This is an optimization exercise on Yosys and OpenROAD, whose aim is a short achievable clock period and few clock cycles per item, not a production implementation. RTL that was checked went through simulation tests only; none was proved equivalent to the original. No functional check of the RTL was part of runs 1 and 2. Power figures rest on the tool's default switching activity, not on a simulated workload.

`flow/design.v`:
```
`default_nettype none
package bitmap_pkg;
  localparam int WINDOW_BITS   = 128;
  localparam int BANK_BITS     = 32;
  localparam int N_BANKS       = WINDOW_BITS / BANK_BITS;
  localparam int SHIFT_BITS    = 14;
  localparam int WIN_CNT_BITS  = $clog2(WINDOW_BITS) + 1;
  localparam int BANK_POS_BITS = $clog2(BANK_BITS);
  localparam int BANK_IDX_BITS = $clog2(N_BANKS);
  typedef logic [31:0]              cmd_word_t;
  typedef logic [WINDOW_BITS-1:0]   window_t;
  typedef logic [SHIFT_BITS-1:0]    shift_t;
  typedef logic [15:0]              report_t;
  typedef logic [WIN_CNT_BITS-1:0]  win_cnt_t;
  typedef logic [BANK_POS_BITS-1:0] bank_pos_t;
  typedef logic [BANK_IDX_BITS-1:0] bank_idx_t;
  typedef enum logic [1:0] {
    op_cut     = 2'b00,
    op_mark    = 2'b01,
    op_find    = 2'b10,
    op_preread = 2'b11
  } opcode_t;
  localparam int MARK_AACK_VALID_BIT = 29;
  localparam int MARK_SACK_VALID_BIT = 28;
  localparam int AACK_SHIFT_LSB      = 14;
  localparam logic [1:0] REPORT_TAG_HOLE = 2'b10;
endpackage
`default_nettype wire
`timescale 1ns/10ps
`default_nettype none
module cmd_decoder #(
  parameter int CREDITS = 8
) (
  input  wire                        clk,
  input  wire                        rst_n,
  input  wire bitmap_pkg::cmd_word_t cmd_data,
  input  wire                        cmd_empty,
  output logic                       cmd_rd_en,
  input  wire                        report_push,
  output bitmap_pkg::window_t        mark_mask,
  output bitmap_pkg::window_t        find_mask,
  output logic                       find_valid,
  output bitmap_pkg::shift_t         find_big
);
  localparam int W = bitmap_pkg::WINDOW_BITS;
  logic                  can_pop;
  logic                  rd_q;       
  logic                  cmd_v;      
  bitmap_pkg::cmd_word_t cmd_q;
  logic [4:0]            occ;        
  logic [4:0]            occ_next;
  logic                  drop;
  assign cmd_rd_en = can_pop && !cmd_empty;
  always_ff @(posedge clk or negedge rst_n) begin
    if (!rst_n) begin
      rd_q  <= 1'b0;
      cmd_v <= 1'b0;
    end else begin
      rd_q  <= cmd_rd_en;
      cmd_v <= rd_q;
    end
  end
  always_ff @(posedge clk) begin
    cmd_q <= cmd_data;
  end
  logic               is_mark;
  logic               is_find;
  logic               sack_valid;
  logic               aack_valid;
  bitmap_pkg::shift_t sack_shift;
  bitmap_pkg::shift_t aack_shift;
  bitmap_pkg::shift_t offset;
  bitmap_pkg::window_t mm;
  bitmap_pkg::window_t fm;
  assign is_mark    = cmd_v && (cmd_q[31:30] == bitmap_pkg::op_mark);
  assign is_find    = cmd_v && (cmd_q[31:30] == bitmap_pkg::op_find);
  assign aack_valid = cmd_q[bitmap_pkg::MARK_AACK_VALID_BIT];
  assign sack_valid = cmd_q[bitmap_pkg::MARK_SACK_VALID_BIT];
  assign aack_shift = cmd_q[bitmap_pkg::AACK_SHIFT_LSB +: bitmap_pkg::SHIFT_BITS];
  assign sack_shift = cmd_q[bitmap_pkg::SHIFT_BITS-1:0];
  assign offset     = cmd_q[bitmap_pkg::SHIFT_BITS-1:0];
  always_comb begin
    for (int i = 0; i < W; i++) begin
      mm[i] = is_mark && (
                (sack_valid && sack_shift == bitmap_pkg::shift_t'(i)) ||
                (aack_valid && aack_shift >  bitmap_pkg::shift_t'(i)));
      fm[i] = (offset >= bitmap_pkg::shift_t'(i));
    end
  end
  always_ff @(posedge clk or negedge rst_n) begin
    if (!rst_n) begin
      mark_mask  <= '0;
      find_valid <= 1'b0;
    end else begin
      mark_mask  <= mm;
      find_valid <= is_find;
    end
  end
  always_ff @(posedge clk) begin
    find_mask <= fm;
    find_big  <= (offset >= bitmap_pkg::shift_t'(W - 1))
               ? offset + bitmap_pkg::shift_t'(1)
               : bitmap_pkg::shift_t'(W);
  end
  assign drop     = cmd_v && !(cmd_q[31:30] == bitmap_pkg::op_find);
  assign occ_next = occ + {4'd0, cmd_rd_en} - {4'd0, drop} - {4'd0, report_push};
  always_ff @(posedge clk or negedge rst_n) begin
    if (!rst_n) begin
      occ     <= '0;
      can_pop <= 1'b0;
    end else begin
      occ     <= occ_next;
      can_pop <= (occ_next < 5'(CREDITS));
    end
  end
endmodule
`default_nettype wire
`timescale 1ns/10ps
`default_nettype none
module ffz128 (
  input  wire  [127:0] x,
  output logic         all_ones,
  output logic [6:0]   idx
);
  for (genvar l = 0; l <= 7; l++) begin : lv
    localparam int N = 128 >> l;
    logic [N-1:0]   a;
    logic [N*7-1:0] ix;
    if (l == 0) begin : g_leaf
      assign a  = x;
      assign ix = '0;
    end else begin : g_node
      for (genvar i = 0; i < N; i++) begin : g_n
        assign a[i] = lv[l-1].a[2*i] & lv[l-1].a[2*i+1];
        assign ix[i*7 +: 7] = lv[l-1].a[2*i]
                            ? (lv[l-1].ix[(2*i+1)*7 +: 7] | 7'(1 << (l-1)))
                            : lv[l-1].ix[(2*i)*7 +: 7];
      end
    end
  end
  assign all_ones = lv[7].a[0];
  assign idx      = lv[7].ix[6:0];
endmodule
module ack_window (
  input  wire                      clk,
  input  wire                      rst_n,
  input  wire bitmap_pkg::window_t mark_mask,
  output bitmap_pkg::window_t      window
);
  bitmap_pkg::window_t x;
  logic                all_ones;
  logic [6:0]          f;
  bitmap_pkg::window_t s [0:7];
  assign x = window | mark_mask;
  ffz128 i_ffz (.x(x), .all_ones(all_ones), .idx(f));
  assign s[0] = x;
  for (genvar k = 0; k < 7; k++) begin : g_sh
    assign s[k+1] = f[6-k] ? (s[k] >> (64 >> k)) : s[k];
  end
  always_ff @(posedge clk or negedge rst_n) begin
    if (!rst_n) begin
      window <= '0;
    end else begin
      window <= all_ones ? '0 : s[7];
    end
  end
endmodule
`default_nettype wire
`timescale 1ns/10ps
`default_nettype none
module hole_finder #(
  parameter int DEPTH = 8
) (
  input  wire                      clk,
  input  wire                      rst_n,
  input  wire                      find_valid,
  input  wire bitmap_pkg::window_t find_mask,
  input  wire bitmap_pkg::shift_t  find_big,
  input  wire bitmap_pkg::window_t window,
  output bitmap_pkg::report_t      report_data,
  output logic                     report_wr_en,
  input  wire                      report_full
);
  logic               all_ones;
  logic [6:0]         g;
  logic               res_v;
  logic               res_big;
  logic [6:0]         res_g;
  bitmap_pkg::shift_t res_bigpos;
  bitmap_pkg::shift_t res_pos;
  ffz128 i_ffz (.x(window | find_mask), .all_ones(all_ones), .idx(g));
  always_ff @(posedge clk or negedge rst_n) begin
    if (!rst_n) begin
      res_v <= 1'b0;
    end else begin
      res_v <= find_valid;
    end
  end
  always_ff @(posedge clk) begin
    res_big    <= all_ones;
    res_g      <= g;
    res_bigpos <= find_big;
  end
  assign res_pos = res_big ? res_bigpos : {7'd0, res_g};
  bitmap_pkg::shift_t      q [0:DEPTH-1];
  logic [$clog2(DEPTH):0]  cnt;
  logic                    q_ne;
  logic                    pop;
  logic [$clog2(DEPTH):0]  cnt_next;
  assign pop          = q_ne && !report_full;
  assign report_wr_en = pop;
  assign report_data  = {bitmap_pkg::REPORT_TAG_HOLE, q[0]};
  assign cnt_next     = cnt + {{$clog2(DEPTH){1'b0}}, res_v} - {{$clog2(DEPTH){1'b0}}, pop};
  always_ff @(posedge clk or negedge rst_n) begin
    if (!rst_n) begin
      cnt  <= '0;
      q_ne <= 1'b0;
    end else begin
      cnt  <= cnt_next;
      q_ne <= (cnt_next != '0);
    end
  end
  always_ff @(posedge clk) begin
    for (int k = 0; k < DEPTH; k++) begin
      if (pop) begin
        if (res_v && cnt == ($clog2(DEPTH)+1)'(k + 1)) begin
          q[k] <= res_pos;
        end else if (k < DEPTH - 1) begin
          q[k] <= q[k+1];
        end
      end else if (res_v && cnt == ($clog2(DEPTH)+1)'(k)) begin
        q[k] <= res_pos;
      end
    end
  end
endmodule
`default_nettype wire
`timescale 1ns/10ps
`default_nettype none
module bitmap_ctrl (
  input  wire                        clk,
  input  wire                        rst_n,
  input  wire bitmap_pkg::cmd_word_t cmd_data,
  input  wire                        cmd_empty,
  output logic                       cmd_rd_en,
  output bitmap_pkg::report_t        report_data,
  output logic                       report_wr_en,
  input  wire                        report_full
);
  localparam int CREDITS = 8;
  bitmap_pkg::window_t mark_mask;
  bitmap_pkg::window_t find_mask;
  logic                find_valid;
  bitmap_pkg::shift_t  find_big;
  bitmap_pkg::window_t window;
  cmd_decoder #(.CREDITS(CREDITS)) i_cmd_decoder (
    .clk         (clk),
    .rst_n       (rst_n),
    .cmd_data    (cmd_data),
    .cmd_empty   (cmd_empty),
    .cmd_rd_en   (cmd_rd_en),
    .report_push (report_wr_en),
    .mark_mask   (mark_mask),
    .find_mask   (find_mask),
    .find_valid  (find_valid),
    .find_big    (find_big)
  );
  ack_window i_ack_window (
    .clk       (clk),
    .rst_n     (rst_n),
    .mark_mask (mark_mask),
    .window    (window)
  );
  hole_finder #(.DEPTH(CREDITS)) i_hole_finder (
    .clk          (clk),
    .rst_n        (rst_n),
    .find_valid   (find_valid),
    .find_mask    (find_mask),
    .find_big     (find_big),
    .window       (window),
    .report_data  (report_data),
    .report_wr_en (report_wr_en),
    .report_full  (report_full)
  );
endmodule
`default_nettype wire
```
`flow/run.sh`:
```
#!/bin/bash
# synth_recipe.tcl (not shown) runs the flow's synth.tcl, then flattens the netlist and writes it again
# the make line also repeats each setting of config.mk as NAME=value (left out here)
make -C /OpenROAD-flow-scripts/flow DESIGN_CONFIG=/design/flow/config.mk WORK_HOME=/design/flow/orfs CLKGATE_MAP_FILE= SYNTH_SCRIPT=/design/flow/synth_recipe.tcl finish
```
`flow/config.mk`:
```
export PLATFORM = sky130hd
export DESIGN_NAME = bitmap_ctrl
export DESIGN_NICKNAME = bitmap_ctrl
export VERILOG_FILES = /design/flow/design.v
export SDC_FILE = /design/flow/constraint.sdc
export NUM_CORES = 4
export LEC_CHECK = 0
export ABC_CLOCK_PERIOD_IN_PS = 4000
export CAP_MARGIN = 30
export CORE_MARGIN = 2
export CORE_UTILIZATION = 25
export SETUP_SLACK_MARGIN = 5
export SLEW_MARGIN = 30
```
`flow/constraint.sdc`:
```
create_clock -name core_clock -period 11.0 [get_ports {clk}]
set_input_delay 2.2000 -clock core_clock [delete_from_list [all_inputs] [get_ports {clk}]]
set_output_delay 2.2000 -clock core_clock [all_outputs]
set_load 0.01 [all_outputs]
```
==> reports/results.ini, run 1 <==
[floorplan]
die_w_microns = 370
die_y_microns = 370
start_util = 0.251
io_pins = 54
core_sq_um = 133000
fp-row-count = 134
die_area_sq_um = 137000

[setup_path]
crit_type = flop to flop
setup.worst_path.start = i_ack_window.window[72]
reg2reg_to = i_ack_window.window[8]
crit_buf_inv = 1
critical-path-top-delay-family = simple AND/OR/NAND/NOR gates
crit_end = i_ack_window.window[8]
critPathSlowestCell = or3_1
r2r_start = i_ack_window.window[72]
slowest_delay_ns = 0.80
cp.depth = 10
reg2reg_slack_ns = 4.92
startpoint_type = flop
ff2ff_path_depth = 10
end_kind = flop
cp.required_ns = 11.50
crit_chain = or2_1, nand4_1, and4b_1, buf_4, o2111ai_1, a31o_4, or3_1, nor2_4, a22oi_1, o21ai_1
cp.arrival_ns = 6.58
crit_fanout = 48

[placement]
port-buffer-count = 51
dp.final_hpwl_microns = 149000
finalWeightedCongestion = 1.09
pre_cts_slack_ns = 4.77

[grt]
grt_overflow_total = 0
antenna_found_initial = 11
grt_max_degree = 113
grt_usage = 0.274
grt_pass1_wl_microns = 263000
grt_pass1_vias = 32100

[layout]
final_cell_mix = nor2_1 (531), nand2_1 (371), a21oi_1 (348)
final_common_cell = nor2_1
utilization = 0.289
syn_to_final_growth_pct = 15.2
fin_nets = 4001
drive_gt1_frac = 0.0961

[clock_network]
cts-root-buf = clkbuf_16
cts_resized = 0
cts.sinks = 578
cts_made_buffers = 72
htree_levels = 3
cts_tree = done
worstSkewPairLatency_ns = 0.69
cts_max_path_buffers = 3
hold_buffers = 0
clk_pin_slew_ns = 0.06

[logic_synthesis]
netlist_area_sq_um = 33400
synth-edff-count = 28
syn_area_per_cell_sq_um = 8.32
syn_inst = 4018
synth_area_leaders = dfrtp_1 (20%), dfxtp_1 (17%), mux2i_1 (9.9%)
synth-xor-area-share = 0.00419
synth-seq-cells = 578
synth-async-reset-ratio = 0.469
yosysUniqueCellTypes = 95
synth_seq_area_share = 0.395
ys_warn_count = 5
synth_compound_area_frac = 0.272
synth.top_cell.area_share = 0.203
synth_top_area_cell = dfrtp_1
synth_top_family_by_area = compound AO/OA/AOI/OAI gates
synthAdderAreaFrac = 0.00816
synthMuxAreaShare = 0.107
synth-simple-area-share = 0.169
yosys_most_used_dff = dfxtp_1

[timing]
fmax_mhz = 164
period_share = 0.553
rsz0062_at_grt = false
drv_slew = 0
min_period_ns = 6.08
setup_viol = 0
tightest_slew_ns = 1.08
slew_headroom = 0.280
clock_skew_ns = 0.0726
tns_ns = 0
timing.final.ws_setup_ns = 4.92
finalHoldViolCount = 0

[detailed_routing]
route.detailed.drc = 0
first_pass_iters = 8
routed_via_density = 5.98
drt-wirelength-per-cell_microns = 33.3
ant_nets = 0
drt-total-wl_microns = 193000
vias = 34600
drt-initial-drc-count = 5054

[min_path]
hold_path_class = flop to flop

[power_and_ir_drop]
leakage_nw = 16.1
power.density_nw_per_um2 = 247
vdd_ir_drop_max_mv = 0.110

[flow_run]
maxCapViolCount = 0

[status]
status = no timing/DRC/antenna violations

==> logic make-up after synthesis <==
| logic type | Yosys count |
|---|---|
| buffers and inverters | 346 |
| and+or+nand+nor | 1286 |
| DFF | 578 |
| muxes | 354 |
| AOI/OAI and AO/OA | 1416 |
| adders and majority gates | 20 |
| xor gates and xnor gates | 16 |
| other | 2 |
==> sequential cells by signal, summed over array words and instances, names as in the netlist, 7 cells and up <==
signal	cells
i_hole_finder.res_g	7
i_hole_finder.q	112
i_cmd_decoder.cmd_q	32
i_hole_finder.res_bigpos	14
i_cmd_decoder.find_mask	127
i_ack_window.window	128
i_cmd_decoder.find_big	14
i_cmd_decoder.mark_mask	128
==> cell usage after synthesis, types with 28 or more instances <==
library cell,count
a211oi_1,72
a21oi_1,348
a221oi_1,35
a22oi_1,160
a31oi_1,35
buf_2,55
clkbuf_1,195
dfrtp_1,271
dfxtp_1,279
edfxtp_1,28
inv_1,48
mux2i_1,332
nand2_1,373
nand3_1,63
nor2_1,543
nor3_1,75
o211ai_1,61
o21ai_0,306
o22ai_1,158
o31ai_1,36
or2_2,76
==> what timing repair did <==
action                                 CTS  global route
setup endpoints to repair                1             0
setup buffers                            0             0
endpoints found under the hold margin    0             0
==> report_power, final <==
part,leakage (nW),internal [W],switching (W),total [W]
Combinational,8.68,0.00109,0.00271,0.00380
Sequential,6.17,0.00254,0.000623,0.00317
Clock,1.25,0.00150,0.00106,0.00255
==> area by class of cell <==
class | instances | area [sq um]
clock buffers | 102 | 2090
inverters | 50 | 188
fillers | 14300 | 94600
flip-flops and latches | 578 | 13200
diodes | 8 | 20.0
clock inverters | 32 | 494
well taps | 1768 | 2210
repair buffers | 146 | 1310
multi-input cells | 3097 | 19000
==> how the worst min path moves through the flow <==
stage	startpoint	endpoint	depth (start not counted)
global placement	i_cmd_decoder.find_big[1]	i_hole_finder.res_bigpos[1]	0
detailed placement	i_cmd_decoder.find_big[6]	i_hole_finder.res_bigpos[6]	0
floorplan	i_cmd_decoder.find_big[0]	i_hole_finder.res_bigpos[0]	0
CTS	i_cmd_decoder.find_big[6]	i_hole_finder.res_bigpos[6]	0
global route	i_cmd_decoder.find_big[6]	i_hole_finder.res_bigpos[6]	0
finish	i_cmd_decoder.find_big[10]	i_hole_finder.res_bigpos[10]	0
==> worst register-to-register path, delay by kind of cell, from the launching register on <==
family                 cells  cell delay (ns)
DFF                        1             0.64
buffers and inverters      1             0.33
AOI/OAI and AO/OA          4             1.63
and+or+nand+nor            5             3.29
==> through the flow <==
| stage | instances | total power (W) | instance area [sq um] | hold WS [ns] |
|---|---|---|---|---|
| floorplan | 4019 | 0.00488 | 33400 | 0.310 |
| global placement | 5631 | 0.00672 | 35700 | 0.311 |
| detailed placement | 5635 | 0.00672 | 35800 | 0.312 |
| CTS | 5771 | 0.00931 | 38400 | 0.325 |
| global route | 5773 | 0.00975 | 38500 | 0.326 |
| finish | 5781 | 0.00952 | 38500 | 0.325 |
==> routing by layer <==
layer | track usage | up-vias | routed length [microns]
met4 | 0.173 | 10 | 14600
met3 | 0.0754 | 590 | 20600
met5 | 0 | - | 61
met2 | 0.400 | 2417 | 79900
met1 | 0.355 | 16800 | 77700
li1 | - | 14700 | -
==> run 2: changes to the inputs <==
==> flow/flow/run.sh (new file) <==
#!/bin/bash
# Standard layout with a tighter setup target for timing repair; the SDC is the standard flow's.
set -euo pipefail
export SETUP_SLACK_MARGIN=7
bash standard.sh > standard_make.log 2>&1
==> flow/standard.sh (new file) <==
#!/bin/bash
# synth_recipe.tcl (not shown) runs the flow's synth.tcl, then flattens the netlist and writes it again
# the make line also repeats each setting of config.mk as NAME=value (left out here)
make -C /OpenROAD-flow-scripts/flow DESIGN_CONFIG=/design/flow/config.mk WORK_HOME=/design/flow/orfs CLKGATE_MAP_FILE= SYNTH_SCRIPT=/design/flow/synth_recipe.tcl "${@:-finish}"
--- a/flow/config.mk
+++ b/flow/config.mk
@@ -9,5 +9,4 @@
 export CAP_MARGIN = 30
 export CORE_MARGIN = 2
 export CORE_UTILIZATION = 25
-export SETUP_SLACK_MARGIN = 5
 export SLEW_MARGIN = 30
removed: flow/run.sh
==> run 2 against run 1 <==
Setup slack better by 1.3 ns. Routed wire length up 14%. Hold slack worse by 0.0014 ns. Largest cell class unchanged.
==> reports/results.ini, run 2 <==
[status]
status = no timing/DRC/antenna violations

[setup_path]
ff2ff_path_depth = 16
cp.required_ns = 8.80
r2r_start = i_ack_window.window[47]
crit_type = primary input to output port
reg2reg_to = i_ack_window.window[59]
cp.arrival_ns = 2.59
startpoint_type = primary input
crit_fanout = 2
end_kind = output port
reg2reg_slack_ns = 6.57

[detailed_routing]
first_pass_iters = 11
route.detailed.drc = 0
routed_via_density = 6.30
ant_nets = 0
vias = 37900
drt-initial-drc-count = 6573
drt-wirelength-per-cell_microns = 36.5
drt-total-wl_microns = 220000

[timing]
setup_viol = 0
slew_headroom = 0.289
min_period_ns = 4.79
rsz0062_at_grt = true
tightest_slew_ns = 1.06
fmax_mhz = 209
clock_skew_ns = 0.0898
period_share = 0.436
drv_slew = 0
finalHoldViolCount = 0
tns_ns = 0

[logic_synthesis]
ys_warn_count = 5
synth_commonest_cells = nor2_1 (543), nand2_1 (373), a21oi_1 (348)
synth_top_area_cell = dfrtp_1
syn_inst = 4018
synth_most_common_cell = nor2_1
yosys_most_used_dff = dfxtp_1
synth.top_cell.area_share = 0.203
synth_area_leaders = dfrtp_1 (20%), dfxtp_1 (17%), mux2i_1 (9.9%)
syn_area_per_cell_sq_um = 8.32
synth-async-reset-ratio = 0.469
synth_seq_area_share = 0.395
yosysUniqueCellTypes = 95
synth-edff-count = 28
synth-seq-cells = 578
netlist_area_sq_um = 33400

[clock_network]
worstSkewPairLatency_ns = 0.73
htree_levels = 3
cts.sinks = 578
clk_pin_slew_ns = 0.06
cts_tree = done
cts-root-buf = clkbuf_16
cts_made_buffers = 68
hold_buffers = 0
cts_max_path_buffers = 3

[power_and_ir_drop]
power.density_nw_per_um2 = 238
leakage_nw = 17.5
vdd_ir_drop_max_mv = 0.104
p_total_w = 0.0108

[floorplan]
die_w_microns = 370
die_y_microns = 370
io_pins = 54
core_sq_um = 133000
fp-row-count = 134
start_util = 0.251
die_area_sq_um = 137000

[layout]
fillers = 13600
utilization = 0.342
drive_gt1_frac = 0.282
final_cells = 6021
syn_to_final_growth_pct = 36.3
fin_nets = 4244
final_common_cell = nor2_1
final_cell_mix = nor2_1 (496), nand2_1 (327), a21oi_1 (321)
top_regs = i_ack_window.window (128), i_cmd_decoder.mark_mask (128), i_cmd_decoder.find_mask (127)

[placement]
port-buffer-count = 51
place_inst = 5636
dp.final_hpwl_microns = 150000
finalWeightedCongestion = 1.12

[grt]
antenna_found_initial = 18
grt_pass1_vias = 34100
grt_usage = 0.300
grt_pass1_wl_microns = 286000
grt_max_degree = 85
grt_overflow_total = 0

[min_path]
min_path_cells = 0
hold_start = i_cmd_decoder.find_big[13]
hold_path_class = flop to flop
holdPathEnd = i_hole_finder.res_bigpos[13]

[flow_run]
maxCapViolCount = 0

[run 2: logic make-up (layout without fill, tap and decap cells)]
logic type | count (synthesis) | count (layout) | synth area share
compound gates | 1416 | 1424 | 0.272
flops | 578 | 578 | 0.395
other cells | 2 | 12 | 0.000225
simple gates | 1286 | 1289 | 0.169
buf+inv | 346 | 560 | 0.0439
mux | 354 | 354 | 0.107
xor+xnor | 16 | 16 | 0.00419
fa+ha+maj | 20 | 20 | 0.00816
[run 2: worst max path at each step]
stage                                 start                      end  slack (ns)  cells past startpoint
floorplan                       report_full             report_wr_en        6.03                      5
global placement    i_ack_window.window[24]  i_ack_window.window[43]        5.20                     12
detailed placement  i_ack_window.window[26]  i_ack_window.window[56]        5.31                     11
CTS                             report_full             report_wr_en        6.20                      4
global route                    report_full             report_wr_en        6.19                      4
finish                          report_full             report_wr_en        6.21                      4
[run 2: area by class of cell]
type / count / area [sq um] / share of cell area
multi-input cells: 3106 / 23000 / 0.504
flip-flops and latches: 578 / 13300 / 0.291
repair buffers: 384 / 4510 / 0.0990
well taps: 1768 / 2210 / 0.0486
clock buffers: 96 / 2000 / 0.0439
clock inverters: 30 / 387 / 0.00849
inverters: 50 / 189 / 0.00415
diodes: 9 / 22.5 / 0.000494
[run 2: through the flow]
step | area, sq um | hold slack [ns] | setup slack (ns)
after global routing | 45500 | 0.331 | 6.19
after CTS | 41400 | 0.325 | 6.20
after detailed placement | 35800 | 0.312 | 5.31
final | 45600 | 0.324 | 6.21
after global placement | 35700 | 0.310 | 5.20
after floorplan | 33500 | 0.310 | 6.03
[run 2: repair_timing]
action                                  4_1_cts  5_1_grt
endpoints found under the setup margin      137      132
hold endpoints to repair                      0        0
pin swaps                                    53      144
cloned                                       29       17
buffers inserted                             85      117
gates resized for setup                     418      546
[run 2: critical path, cell delays in order]
cell and delay, ns:
buf_6 0.09, nand2b_4 0.14, inv_2 0.06, buf_6 0.10
[run 2: power breakdown]
group	internal, W	switching, W	leakage, nW
combinational	0.00173	0.00361	10.2
clock	0.00135	0.00106	1.17
sequential	0.00256	0.000509	6.12
[run 2: layer usage]
layer	global-route usage	part of all wire	up-vias
li1	-	-	15300
met5	0	0.0013	-
met4	0.224	0.11	22
met2	0.428	0.40	3246
met3	0.104	0.13	1108
met1	0.371	0.37	18300
==> run 3: changes to the inputs <==
--- a/flow/design.v
+++ b/flow/design.v
@@ -29,7 +29,7 @@
 `timescale 1ns/10ps
 `default_nettype none
 module cmd_decoder #(
-  parameter int CREDITS = 8
+  parameter int CREDITS = 4
 ) (
   input  wire                        clk,
   input  wire                        rst_n,
@@ -43,42 +43,35 @@
   output bitmap_pkg::shift_t         find_big
 );
   localparam int W = bitmap_pkg::WINDOW_BITS;
-  logic                  can_pop;
-  logic                  rd_q;       
-  logic                  cmd_v;      
-  bitmap_pkg::cmd_word_t cmd_q;
-  logic [4:0]            occ;        
-  logic [4:0]            occ_next;
-  logic                  drop;
-  assign cmd_rd_en = can_pop && !cmd_empty;
-  always_ff @(posedge clk or negedge rst_n) begin
-    if (!rst_n) begin
-      rd_q  <= 1'b0;
-      cmd_v <= 1'b0;
-    end else begin
-      rd_q  <= cmd_rd_en;
-      cmd_v <= rd_q;
-    end
-  end
-  always_ff @(posedge clk) begin
-    cmd_q <= cmd_data;
-  end
-  logic               is_mark;
-  logic               is_find;
-  logic               sack_valid;
-  logic               aack_valid;
-  bitmap_pkg::shift_t sack_shift;
-  bitmap_pkg::shift_t aack_shift;
-  bitmap_pkg::shift_t offset;
+  logic       cant_pop;   
+  logic       rd_q;       
+  logic [3:0] occ;        
+  logic [3:0] occ_next;
+  logic       drop;
+  assign cmd_rd_en = !(cant_pop || cmd_empty);
+  always_ff @(posedge clk or negedge rst_n) begin
+    if (!rst_n) begin
+      rd_q <= 1'b0;
+    end else begin
+      rd_q <= cmd_rd_en;
+    end
+  end
+  logic                is_mark;
+  logic                is_find;
+  logic                sack_valid;
+  logic                aack_valid;
+  bitmap_pkg::shift_t  sack_shift;
+  bitmap_pkg::shift_t  aack_shift;
+  bitmap_pkg::shift_t  offset;
   bitmap_pkg::window_t mm;
   bitmap_pkg::window_t fm;
-  assign is_mark    = cmd_v && (cmd_q[31:30] == bitmap_pkg::op_mark);
-  assign is_find    = cmd_v && (cmd_q[31:30] == bitmap_pkg::op_find);
-  assign aack_valid = cmd_q[bitmap_pkg::MARK_AACK_VALID_BIT];
-  assign sack_valid = cmd_q[bitmap_pkg::MARK_SACK_VALID_BIT];
-  assign aack_shift = cmd_q[bitmap_pkg::AACK_SHIFT_LSB +: bitmap_pkg::SHIFT_BITS];
-  assign sack_shift = cmd_q[bitmap_pkg::SHIFT_BITS-1:0];
-  assign offset     = cmd_q[bitmap_pkg::SHIFT_BITS-1:0];
+  assign is_mark    = rd_q && (cmd_data[31:30] == bitmap_pkg::op_mark);
+  assign is_find    = rd_q && (cmd_data[31:30] == bitmap_pkg::op_find);
+  assign aack_valid = cmd_data[bitmap_pkg::MARK_AACK_VALID_BIT];
+  assign sack_valid = cmd_data[bitmap_pkg::MARK_SACK_VALID_BIT];
+  assign aack_shift = cmd_data[bitmap_pkg::AACK_SHIFT_LSB +: bitmap_pkg::SHIFT_BITS];
+  assign sack_shift = cmd_data[bitmap_pkg::SHIFT_BITS-1:0];
+  assign offset     = cmd_data[bitmap_pkg::SHIFT_BITS-1:0];
   always_comb begin
     for (int i = 0; i < W; i++) begin
       mm[i] = is_mark && (
@@ -102,15 +95,15 @@
                ? offset + bitmap_pkg::shift_t'(1)
                : bitmap_pkg::shift_t'(W);
   end
-  assign drop     = cmd_v && !(cmd_q[31:30] == bitmap_pkg::op_find);
-  assign occ_next = occ + {4'd0, cmd_rd_en} - {4'd0, drop} - {4'd0, report_push};
+  assign drop     = rd_q && !(cmd_data[31:30] == bitmap_pkg::op_find);
+  assign occ_next = occ + {3'd0, cmd_rd_en} - {3'd0, drop} - {3'd0, report_push};
   always_ff @(posedge clk or negedge rst_n) begin
     if (!rst_n) begin
       occ     <= '0;
-      can_pop <= 1'b0;
+      cant_pop <= 1'b0;
     end else begin
       occ     <= occ_next;
-      can_pop <= (occ_next < 5'(CREDITS));
+      cant_pop <= (occ_next >= 4'(CREDITS));
     end
   end
 endmodule
@@ -169,7 +162,7 @@
 `timescale 1ns/10ps
 `default_nettype none
 module hole_finder #(
-  parameter int DEPTH = 8
+  parameter int DEPTH = 4
 ) (
   input  wire                      clk,
   input  wire                      rst_n,
@@ -181,56 +174,39 @@
   output logic                     report_wr_en,
   input  wire                      report_full
 );
+  localparam int PW = $clog2(DEPTH);
   logic               all_ones;
   logic [6:0]         g;
-  logic               res_v;
-  logic               res_big;
-  logic [6:0]         res_g;
-  bitmap_pkg::shift_t res_bigpos;
-  bitmap_pkg::shift_t res_pos;
+  bitmap_pkg::shift_t pos;
   ffz128 i_ffz (.x(window | find_mask), .all_ones(all_ones), .idx(g));
-  always_ff @(posedge clk or negedge rst_n) begin
-    if (!rst_n) begin
-      res_v <= 1'b0;
-    end else begin
-      res_v <= find_valid;
+  assign pos = all_ones ? find_big : {7'd0, g};
+  bitmap_pkg::shift_t q [0:DEPTH-1];
+  logic [PW-1:0]      wr_ptr;
+  logic [PW-1:0]      rd_ptr;
+  logic [PW:0]        cnt;
+  logic               q_empty;
+  logic               pop;
+  logic [PW:0]        cnt_next;
+  assign pop          = !(q_empty || report_full);
+  assign report_wr_en = pop;
+  assign report_data  = {bitmap_pkg::REPORT_TAG_HOLE, q[rd_ptr]};
+  assign cnt_next     = cnt + {{PW{1'b0}}, find_valid} - {{PW{1'b0}}, pop};
+  always_ff @(posedge clk or negedge rst_n) begin
+    if (!rst_n) begin
+      cnt    <= '0;
+      q_empty <= 1'b1;
+      wr_ptr <= '0;
+      rd_ptr <= '0;
+    end else begin
+      cnt  <= cnt_next;
+      q_empty <= (cnt_next == '0);
+      if (find_valid) wr_ptr <= wr_ptr + PW'(1);
+      if (pop)        rd_ptr <= rd_ptr + PW'(1);
     end
   end
   always_ff @(posedge clk) begin
-    res_big    <= all_ones;
-    res_g      <= g;
-    res_bigpos <= find_big;
-  end
-  assign res_pos = res_big ? res_bigpos : {7'd0, res_g};
-  bitmap_pkg::shift_t      q [0:DEPTH-1];
-  logic [$clog2(DEPTH):0]  cnt;
-  logic                    q_ne;
-  logic                    pop;
-  logic [$clog2(DEPTH):0]  cnt_next;
-  assign pop          = q_ne && !report_full;
-  assign report_wr_en = pop;
-  assign report_data  = {bitmap_pkg::REPORT_TAG_HOLE, q[0]};
-  assign cnt_next     = cnt + {{$clog2(DEPTH){1'b0}}, res_v} - {{$clog2(DEPTH){1'b0}}, pop};
-  always_ff @(posedge clk or negedge rst_n) begin
-    if (!rst_n) begin
-      cnt  <= '0;
-      q_ne <= 1'b0;
-    end else begin
-      cnt  <= cnt_next;
-      q_ne <= (cnt_next != '0);
-    end
-  end
-  always_ff @(posedge clk) begin
-    for (int k = 0; k < DEPTH; k++) begin
-      if (pop) begin
-        if (res_v && cnt == ($clog2(DEPTH)+1)'(k + 1)) begin
-          q[k] <= res_pos;
-        end else if (k < DEPTH - 1) begin
-          q[k] <= q[k+1];
-        end
-      end else if (res_v && cnt == ($clog2(DEPTH)+1)'(k)) begin
-        q[k] <= res_pos;
-      end
+    if (find_valid) begin
+      q[wr_ptr] <= pos;
     end
   end
 endmodule
@@ -247,7 +223,7 @@
   output logic                       report_wr_en,
   input  wire                        report_full
 );
-  localparam int CREDITS = 8;
+  localparam int CREDITS = 4;
   bitmap_pkg::window_t mark_mask;
   bitmap_pkg::window_t find_mask;
   logic                find_valid;
==> run 3 against run 2 <==
Still clean on timing, DRC and antenna. Utilization shrank 1.5 points. Clock power shrank 24%. Via count down 10%. Synthesized cell count decreased by 11%. Die area down 12%. Routed wire length down 16%. Largest power group unchanged.
==> reports/results.ini, run 3 <==
[status]
status = no timing/DRC/antenna violations

[power_and_ir_drop]
leakage_nw = 14.6
vdd_ir_drop_max_mv = 0.127
power.density_nw_per_um2 = 202

[flow_run]
maxCapViolCount = 0

[layout]
fillers = 12100
top_regs = i_ack_window.window (128), i_cmd_decoder.mark_mask (128), i_cmd_decoder.find_mask (127)
final_cells = 5239
fin_nets = 3719
syn_to_final_growth_pct = 29.7
stdcell_area_sq_um = 37900
drive_gt1_frac = 0.262
final_cell_mix = nor2_1 (432), nand2_1 (326), a21oi_1 (236)
final_common_cell = nor2_1

[grt]
antenna_found_initial = 9
grt_usage = 0.289
grt_max_degree = 104
grt_pass1_wl_microns = 248000
grt_pass1_vias = 30700
grt_overflow_total = 0

[logic_synthesis]
synth_seq_area_share = 0.386
synth-xor-area-share = 0.00569
synth-seq-cells = 468
synth-simple-area-share = 0.185
synth-edff-count = 56
syn_area_per_cell_sq_um = 8.22
netlist_area_sq_um = 29200
synthMuxAreaShare = 0.0689
synthAdderAreaFrac = 0.00804
yosys_most_used_dff = dfrtp_1
yosysUniqueCellTypes = 91
synth-async-reset-ratio = 0.579
syn_inst = 3556
ys_warn_count = 4
synth_top_family_by_area = compound AO/OA/AOI/OAI gates
synth_commonest_cells = nor2_1 (506), nand2_1 (351), a21oi_1 (298)
synth_area_leaders = dfrtp_1 (23%), dfxtp_1 (9.7%), nor2_1 (6.5%)
synth_top_area_cell = dfrtp_1
synth_most_common_cell = nor2_1
synth.top_cell.area_share = 0.231
synth_compound_area_frac = 0.303

[timing]
slew_headroom = 0.148
tightest_slew_ns = 1.27
min_period_ns = 4.69
period_share = 0.426
setup_viol = 0
rsz0062_at_grt = true
drv_slew = 0
finalHoldViolCount = 0
clock_skew_ns = 0.0319
fmax_mhz = 213
tns_ns = 0

[placement]
place_inst = 4946
port-buffer-count = 51
finalWeightedCongestion = 1.11
place_area_sq_um = 31400
dp.final_hpwl_microns = 133000

[min_path]
hold_path_class = flop to flop
hold_start = i_cmd_decoder.occ[3]

[detailed_routing]
vias = 34000
drt-wirelength-per-cell_microns = 35.2
drt-total-wl_microns = 184000
route.detailed.drc = 0
first_pass_iters = 7
drt-initial-drc-count = 5746
ant_nets = 0
routed_via_density = 6.49

[setup_path]
crit_fanout = 2
r2r_start = i_ack_window.window[110]
cp.arrival_ns = 2.49
startpoint_type = primary input
setup.worst_path.start = report_full
end_kind = output port
cp.required_ns = 8.80
crit_type = primary input to output port

[floorplan]
die_area_sq_um = 120000
die_w_microns = 346
start_util = 0.252
io_pins = 54
core_sq_um = 116000
die_y_microns = 346
fp-row-count = 125

[clock_network]
cts_made_buffers = 52
clk_pin_slew_ns = 0.06
htree_levels = 2
cts_tree = done
cts_max_path_buffers = 3
cts.sinks = 468
worstSkewPairLatency_ns = 0.66
cts-root-buf = clkbuf_16

-- run 3: cell types whose count changed after synthesis, sizes merged, moves of 22 or more --
| cell | before | now |
|---|---|---|
| edfxtp | 28 | 56 |
| o22ai | 159 | 194 |
| a211oi | 73 | 20 |
| o221ai | 15 | 53 |
| o21ai | 315 | 264 |
| a21oi | 350 | 299 |
| dfxtp | 279 | 141 |
| nand2 | 373 | 351 |
| mux2i | 332 | 136 |
| nor2 | 546 | 506 |
| a22oi | 160 | 100 |
-- run 3: metal layers --
metal | wire, microns | track usage
met1 | 69200 | 0.368
met2 | 71800 | 0.403
met3 | 26000 | 0.107
met4 | 17200 | 0.201
met5 | 38 | 0
-- run 3: path summary, 6_finish.rpt --
| check | depth (start not counted) | slack [ns] | endpoint |
|---|---|---|---|
| setup / recovery | 3 | 6.31 | report_wr_en |
| hold / removal | 1 | 0.47 | i_cmd_decoder.occ[3] |
| setup reg to reg | 10 | 6.75 | i_ack_window.window[51] |
| hold reg to reg | 1 | 0.47 | i_cmd_decoder.occ[3] |
| max in group asynchronous | 3 | 7.89 | i_hole_finder.rd_ptr[0] |
| min in group asynchronous | 1 | 1.38 | i_ack_window.window[46] |
-- run 3: timing repair --
action	in CTS	in global routing
pin swaps	73	70
endpoints found under the setup margin	352	269
buffers inserted	97	66
hold buffers	0	0
cloned	18	8
gates resized for setup	532	314
-- run 3: power breakdown --
part | switching (W) | internal (W)
clock | 0.000830 | 0.00101
sequential | 0.000472 | 0.00198
combinational | 0.00227 | 0.00112
total | 0.00357 | 0.00411
-- run 3: critical path, stage by stage --
cell    delay (ns)
buf_6         0.09
nor2_4        0.08
buf_6         0.11
-- run 3: logic make-up (layout without fill, tap and decap cells) --
group           after synthesis  in the layout
flops                       468            468
buf+inv                     311            457
xor+xnor                     19             19
mux                         180            180
fa+ha+maj                    17             17
compound gates             1341           1344
simple gates               1218           1222
other cells                   2              8
-- run 3: metrics by stage --
stage,power (W),worst slack [ns],util,hold slack [ns]
3_5_place_dp,0.00514,4.77,0.271,0.451
6_report,0.00768,6.31,0.327,0.474
5_1_grt,0.00778,6.30,0.327,0.509
2_1_floorplan,0.00375,6.36,-,0.435
3_3_place_gp,0.00517,4.57,0.270,0.448
4_1_cts,0.00723,6.29,0.311,0.475
-- run 3: area by class of cell --
type                            instances  area [sq um]  share of cell area
Timing Repair Buffer                  310          3420              0.0901
Tap cell                             1524          1910              0.0503
Multi-Input combinational cell       2785         19200               0.507
Sequential cell                       468         11400               0.300
Timing Repair inverter                  1          8.76            0.000231
Clock buffer                           68          1480              0.0389
Inverter                               48           218             0.00574
Antenna cell                            5          12.5            0.000330
Clock inverter                         30           292             0.00769
Testbench counts of run 3, summed over its fixed seeds: cycles 12,024, items 12,000.

re-timing with driven ports:
The results above use ideal ports. As a check the final layouts listed here were re-extracted and re-timed, cells and wires unchanged. Step 1, drivers: a clkbuf_16 drives clk and a buf_2 each remaining input, both assumed. Step 2 adds t to the input delays and takes it off the output delays; t is the mean of the earliest and latest rising clock arrival at the registers after step 1. Input paths then give back, and output paths get back, about the clock's delay inside the block. a / b / c = ideal ports / drivers / drivers and shift; a / b = the first two.
run	t, ns	setup slack, ns	clock arrival spread, ns	worst data-port slew with drivers (ns)
run 1	0.735	4.917 / 4.917 / 4.917	0.073 / 0.072	0.07
run 2	0.760	6.207 / 6.176 / 6.087	0.091 / 0.090	0.07
run 3	0.708	6.314 / 6.259 / 6.078	0.032 / 0.032	0.07
After both steps every run listed still meets setup and hold. For run 3, which loses most, drivers alone change the setup slack by -0.055 ns; drivers and shift together by -0.236 ns.
